Source: an optimization exercise on an open RTL-to-GDS flow (aim: small area). Production flows keep margins and buffers that such runs may drop. At most, simulation tests tie the RTL to the original design; equivalence was not proved. The clock port is modelled as an ideal driver; clocking choices that lean on that would not hold on a real chip.

==> flow/design.v <==
`timescale 1ns / 1ps
package srrw_pkg;
   localparam int SLOTS  = 31;
   localparam int WINDOW = 5;
   localparam logic [23:0] FIN_WORD = 24'h46494E;
   localparam logic [1:0] KIND_ACK = 2'd0;
   localparam logic [1:0] KIND_REL = 2'd1;
   localparam logic [1:0] KIND_FIN = 2'd2;
endpackage
`timescale 1ns / 1ps
`timescale 1ns / 1ps
`timescale 1ns / 1ps
`timescale 1ns / 1ps
module selective_repeat_receive_window (
   input  logic        clock,
   input  logic        reset,
   input  logic        req_valid,
   output logic        req_stall,
   input  logic [15:0] req_seq_value,
   input  logic [31:0] req_payload_handle,
   input  logic [9:0]  req_payload_len,
   input  logic [23:0] req_head_bytes,
   output logic        rsp_valid,
   input  logic        rsp_stall,
   output logic [1:0]  rsp_kind,
   output logic [15:0] rsp_ack_seq,
   output logic [31:0] rsp_out_handle,
   output logic [9:0]  rsp_out_len,
   output logic        rsp_last
);
   localparam int DW = 42;             
   logic [DW:0]   ring [31];
   logic [DW:0]   ring_in;
   logic [4:0]    c, c_next, e;
   logic          scrub, opened, finished, run;
   logic [2:0]    cnt;
   logic          ov, olast, orel;
   logic [DW-1:0] odata;
   logic [5:0]    blk;
   logic [5:0]    blk_m;
   logic [4:0]    slot;
   logic          out_free, is_fin, hit, acc, wr, at_e, rel, rel_last, ld_fin;
   assign c_next   = (c == 5'd30) ? 5'd0 : c + 5'd1;
   assign out_free = !ov || !rsp_stall;
   assign blk   = {1'b0, req_seq_value[14:10]} + {5'd0, req_seq_value[15]};
   assign blk_m = (blk >= 6'd31) ? blk - 6'd31 : blk;
   assign slot  = blk_m[4:0];
   assign is_fin    = opened && (req_head_bytes == srrw_pkg::FIN_WORD);
   assign hit       = (slot == c_next);
   assign req_stall = !(out_free && !run && !scrub && (finished || is_fin || hit));
   assign acc       = req_valid && !req_stall;
   assign wr        = acc && !finished && !is_fin;
   assign ld_fin    = acc && !finished && is_fin;
   assign at_e      = (c_next == e);
   assign rel       = run && out_free && (c == e);
   assign rel_last  = (cnt == 3'd4) || !ring[0][DW];
   always_comb begin
      ring_in = ring[0];
      if (scrub || (rel && !rel_last)) ring_in[DW] = 1'b0;
      if (wr) ring_in = {!at_e, req_payload_handle, req_payload_len};
   end
   always_ff @(posedge clock) begin
      for (int i = 0; i < 30; i++) ring[i] <= ring[i+1];
      ring[30] <= ring_in;
   end
   always_ff @(posedge clock) begin
      if (reset) begin
         c        <= '0;
         scrub    <= 1'b1;
         e        <= '0;
         opened   <= 1'b0;
         finished <= 1'b0;
         run      <= 1'b0;
         ov       <= 1'b0;
      end else begin
         c <= c_next;
         if (c == 5'd30) scrub <= 1'b0;
         ov <= ov && rsp_stall;
         if (wr) begin
            opened <= 1'b1;
            ov     <= 1'b1;
            if (at_e) begin
               run <= 1'b1;
            end
         end
         if (ld_fin) begin
            finished <= 1'b1;
            ov       <= 1'b1;
         end
         if (rel) begin
            ov <= 1'b1;
            e  <= c_next;
            if (rel_last) run <= 1'b0;
         end
      end
   end
   always_ff @(posedge clock) begin
      if (wr) begin
         cnt          <= '0;
         orel         <= 1'b0;
         odata[15:0]  <= req_seq_value;
         olast        <= !at_e;
      end
      if (ld_fin) begin
         orel         <= 1'b0;
         olast        <= 1'b1;
      end
      if (rel) begin
         cnt          <= cnt + 3'd1;
         orel         <= 1'b1;
         odata        <= ring[30][DW-1:0];
         olast        <= rel_last;
      end
   end
   assign rsp_valid      = ov;
   assign rsp_kind       = {finished, orel};
   assign rsp_ack_seq    = (orel || finished) ? 16'd0 : odata[15:0];
   assign rsp_out_handle = orel ? odata[DW-1 -: 32] : 32'd0;
   assign rsp_out_len    = orel ? odata[9:0] : 10'd0;
   assign rsp_last       = olast;
endmodule
clock: 5.0 ns
lec_check: 0
cap_margin: 20
core_margin: 2
core_utilization: 70
cts_cluster_diameter: 80
cts_cluster_size: 30
place_density: 0.8
slew_margin: 20
standard.sh (not shown) runs the stock make flow with config.mk's settings and CLKGATE_MAP_FILE= SYNTH_SCRIPT=/design/flow/synth_recipe.tcl, a recipe that flattens the netlist after the stock synthesis.
==> flow/flow/run.sh <==
#!/bin/bash
# Standard layout, with the port buffers built from the smallest buffer cell.
export BUFFER_PORTS_ARGS="-buffer_cell sky130_fd_sc_hd__buf_1"
bash standard.sh > standard.log 2>&1
The first run went through all stages and came out clean.
==> next run, changes <==
--- a/flow/design.v
+++ b/flow/design.v
@@ -36,17 +36,16 @@
    logic [2:0]    cnt;
    logic          ov, olast, orel;
    logic [DW-1:0] odata;
-   logic [5:0]    blk;
-   logic [5:0]    blk_m;
-   logic [4:0]    slot;
+   logic [4:0]    lo;
+   logic          hit_c, hit_n;
    logic          out_free, is_fin, hit, acc, wr, at_e, rel, rel_last, ld_fin;
    assign c_next   = (c == 5'd30) ? 5'd0 : c + 5'd1;
    assign out_free = !ov || !rsp_stall;
-   assign blk   = {1'b0, req_seq_value[14:10]} + {5'd0, req_seq_value[15]};
-   assign blk_m = (blk >= 6'd31) ? blk - 6'd31 : blk;
-   assign slot  = blk_m[4:0];
+   assign lo    = req_seq_value[14:10];
+   assign hit_c = (lo == c) || (lo == 5'd31 && c == 5'd0);
+   assign hit_n = (lo == c_next) || (lo == 5'd31 && c == 5'd30);
    assign is_fin    = opened && (req_head_bytes == srrw_pkg::FIN_WORD);
-   assign hit       = (slot == c_next);
+   assign hit       = req_seq_value[15] ? hit_c : hit_n;
    assign req_stall = !(out_free && !run && !scrub && (finished || is_fin || hit));
    assign acc       = req_valid && !req_stall;
    assign wr        = acc && !finished && !is_fin;
Sequential share of layout area went up by 0.34 points.
Hold slack degrades by 0.0090 ns.
Synthesized cell count went down by 0.53%.
Count of clock-buffer cells in the layout went down by 2.
Wire length went up by 5.3%.
For the first run of this note, only the layout was checked, not whether the RTL still works.

* * *

## v6
RTL: one of the versions met above, not the one the previous note started from.
Size in the first run: about 1700 cells after synthesis, roughly 31000 um^2 of cells after synthesis.
==> module selective_repeat_receive_window, before the edit <==
module selective_repeat_receive_window (
   input  logic        clock,
   input  logic        reset,
   input  logic        req_valid,
   output logic        req_stall,
   input  logic [15:0] req_seq_value,
   input  logic [31:0] req_payload_handle,
   input  logic [9:0]  req_payload_len,
   input  logic [23:0] req_head_bytes,
   output logic        rsp_valid,
   input  logic        rsp_stall,
   output logic [1:0]  rsp_kind,
   output logic [15:0] rsp_ack_seq,
   output logic [31:0] rsp_out_handle,
   output logic [9:0]  rsp_out_len,
   output logic        rsp_last
);
   localparam int DW = 42;             
   logic [DW:0]   ring [31];
   logic [DW:0]   ring_in;
   logic [4:0]    c, c_next, e;
   logic          scrub, opened, finished, run;
   logic [2:0]    cnt;
   logic          ov, olast, orel;
   logic [DW-1:0] odata;
   logic [4:0]    lo;
   logic          hit_c, hit_n;
   logic          out_free, is_fin, hit, acc, wr, at_e, rel, rel_last, ld_fin;
   assign c_next   = (c == 5'd30) ? 5'd0 : c + 5'd1;
   assign out_free = !ov || !rsp_stall;
   assign lo    = req_seq_value[14:10];
   assign hit_c = (lo == c) || (lo == 5'd31 && c == 5'd0);
   assign hit_n = (lo == c_next) || (lo == 5'd31 && c == 5'd30);
   assign is_fin    = opened && (req_head_bytes == srrw_pkg::FIN_WORD);
   assign hit       = req_seq_value[15] ? hit_c : hit_n;
   assign req_stall = !(out_free && !run && !scrub && (finished || is_fin || hit));
   assign acc       = req_valid && !req_stall;
   assign wr        = acc && !finished && !is_fin;
   assign ld_fin    = acc && !finished && is_fin;
   assign at_e      = (c_next == e);
   assign rel       = run && out_free && (c == e);
   assign rel_last  = (cnt == 3'd4) || !ring[0][DW];
   always_comb begin
      ring_in = ring[0];
      if (scrub || (rel && !rel_last)) ring_in[DW] = 1'b0;
      if (wr) ring_in = {!at_e, req_payload_handle, req_payload_len};
   end
   always_ff @(posedge clock) begin
      for (int i = 0; i < 30; i++) ring[i] <= ring[i+1];
      ring[30] <= ring_in;
   end
   always_ff @(posedge clock) begin
      if (reset) begin
         c        <= '0;
         scrub    <= 1'b1;
         e        <= '0;
         opened   <= 1'b0;
         finished <= 1'b0;
         run      <= 1'b0;
         ov       <= 1'b0;
      end else begin
         c <= c_next;
         if (c == 5'd30) scrub <= 1'b0;
         ov <= ov && rsp_stall;
         if (wr) begin
            opened <= 1'b1;
            ov     <= 1'b1;
            if (at_e) begin
               run <= 1'b1;
            end
         end
         if (ld_fin) begin
            finished <= 1'b1;
            ov       <= 1'b1;
         end
         if (rel) begin
            ov <= 1'b1;
            e  <= c_next;
            if (rel_last) run <= 1'b0;
         end
      end
   end
   always_ff @(posedge clock) begin
      if (wr) begin
         cnt          <= '0;
         orel         <= 1'b0;
         odata[15:0]  <= req_seq_value;
         olast        <= !at_e;
      end
      if (ld_fin) begin
         orel         <= 1'b0;
         olast        <= 1'b1;
      end
      if (rel) begin
         cnt          <= cnt + 3'd1;
         orel         <= 1'b1;
         odata        <= ring[30][DW-1:0];
         olast        <= rel_last;
      end
   end
   assign rsp_valid      = ov;
   assign rsp_kind       = {finished, orel};
   assign rsp_ack_seq    = (orel || finished) ? 16'd0 : odata[15:0];
   assign rsp_out_handle = orel ? odata[DW-1 -: 32] : 32'd0;
   assign rsp_out_len    = orel ? odata[9:0] : 10'd0;
   assign rsp_last       = olast;
endmodule
clock: 5.0 ns
lec_check: 0
cap_margin: 20
core_margin: 2
core_utilization: 70
cts_cluster_diameter: 80
cts_cluster_size: 30
place_density: 0.8
slew_margin: 20
==> flow/flow/run.sh <==
#!/bin/bash
# Standard layout, with the port buffers built from the smallest buffer cell and
# non-critical gates downsized after global routing (then slew and cap repaired again).
HERE=$(cd "$(dirname "$0")" && pwd)
export BUFFER_PORTS_ARGS="-buffer_cell sky130_fd_sc_hd__buf_1"
export RECOVER_POWER=100
export POST_GLOBAL_ROUTE_TCL=$HERE/post_grt.tcl
export CTS_ARGS="-sink_clustering_enable -repair_clock_nets -sink_clustering_size 36 -sink_clustering_max_diameter 100 -dont_use_dummy_load"
bash standard.sh > standard.log 2>&1
==> flow/flow/post_grt.tcl <==
# Undo what power recovery did to slew and capacitance: repair the design again on the
# global-route parasitics, then legalise and reroute the nets that changed.
global_route -start_incremental
estimate_parasitics -global_routing
repair_design -slew_margin $::env(SLEW_MARGIN) -cap_margin $::env(CAP_MARGIN)
detailed_placement
global_route -end_incremental
estimate_parasitics -global_routing
report_check_types -max_slew -max_capacitance -violators
Input-level comparison between v7 and v6:
--- a/flow/design.v
+++ b/flow/design.v
@@ -32,12 +32,13 @@
    logic [DW:0]   ring [31];
    logic [DW:0]   ring_in;
    logic [4:0]    c, c_next, e;
    logic          scrub, opened, finished, run;
    logic [2:0]    cnt;
-   logic          ov, olast, orel;
+   logic          ov, orel;
    logic [DW-1:0] odata;
+   logic [15:0]   olo_n;              
    logic [4:0]    lo;
    logic          hit_c, hit_n;
    logic          out_free, is_fin, hit, acc, wr, at_e, rel, rel_last, ld_fin;
    assign c_next   = (c == 5'd30) ? 5'd0 : c + 5'd1;
    assign out_free = !ov || !rsp_stall;
@@ -95,26 +96,25 @@
    end
    always_ff @(posedge clock) begin
       if (wr) begin
          cnt          <= '0;
          orel         <= 1'b0;
-         odata[15:0]  <= req_seq_value;
-         olast        <= !at_e;
+         olo_n        <= ~req_seq_value;
       end
       if (ld_fin) begin
          orel         <= 1'b0;
-         olast        <= 1'b1;
       end
       if (rel) begin
          cnt          <= cnt + 3'd1;
          orel         <= 1'b1;
-         odata        <= ring[30][DW-1:0];
-         olast        <= rel_last;
+         odata[DW-1:16] <= ring[30][DW-1:16];
+         olo_n        <= ~ring[30][15:0];
       end
    end
    assign rsp_valid      = ov;
    assign rsp_kind       = {finished, orel};
+   assign odata[15:0]    = ~olo_n;
    assign rsp_ack_seq    = (orel || finished) ? 16'd0 : odata[15:0];
    assign rsp_out_handle = orel ? odata[DW-1 -: 32] : 32'd0;
    assign rsp_out_len    = orel ? odata[9:0] : 10'd0;
-   assign rsp_last       = olast;
+   assign rsp_last       = !run;
 endmodule
Notes after the runs:
v6 → v7: via count lower, initial core utilization held, post-synthesis sequential element count flat, net count reported at finish down 37. Final instance count without filler cells was higher in v6 than in v7. Of v7 and v6, the run reporting the lower total wirelength of the detailed-routed design was v7. Between v6 and v7, the area after synthesis does not differ in any meaningful way. Diff v6 -> v7: unique cell type count in the Yosys netlist rose 2.0%; final critical-path share of the clock period went down. v7 vs v6, highest layer used for signal routing: met5 vs met4.

afterwards: timing with drivers on the ports:
The flow's constraints put no driver on any port. The routed layouts listed below were extracted and timed again, unchanged, in two steps.
Step 1: set_driving_cell puts a clkbuf_16 on clock and a buf_2 on each other input, an assumption about the parent block.
Step 2, shift: input delay + t, output delay - t, t = (earliest + latest rising clock arrival at the registers) / 2. This alone moves slack from input paths to output paths.
a / b / c = ideal / step 1 / step 2; a / b = the first two.
run | t, ns | setup WS [ns] | hold slack, ns | worst register clock-pin slew, ns
the first run of note 1 | 0.667 | 0.168 / 0.141 / 0.141 | 0.325 / 0.325 / 0.325 | 0.11 / 0.11
the second run of note 1 | 0.668 | 0.326 / 0.270 / 0.802 | 0.316 / 0.316 / 0.316 | 0.11 / 0.11
v6 | 0.646 | 0.293 / 0.235 / 0.823 | 0.313 / 0.313 / 0.313 | 0.12 / 0.12
v7 | 0.653 | 0.733 / 0.676 / 1.054 | 0.303 / 0.303 / 0.303 | 0.12 / 0.12
After both steps every run listed still meets setup and hold. For the first run of note 1, which loses most, drivers alone change the setup slack by -0.027 ns; drivers and shift together by -0.027 ns.
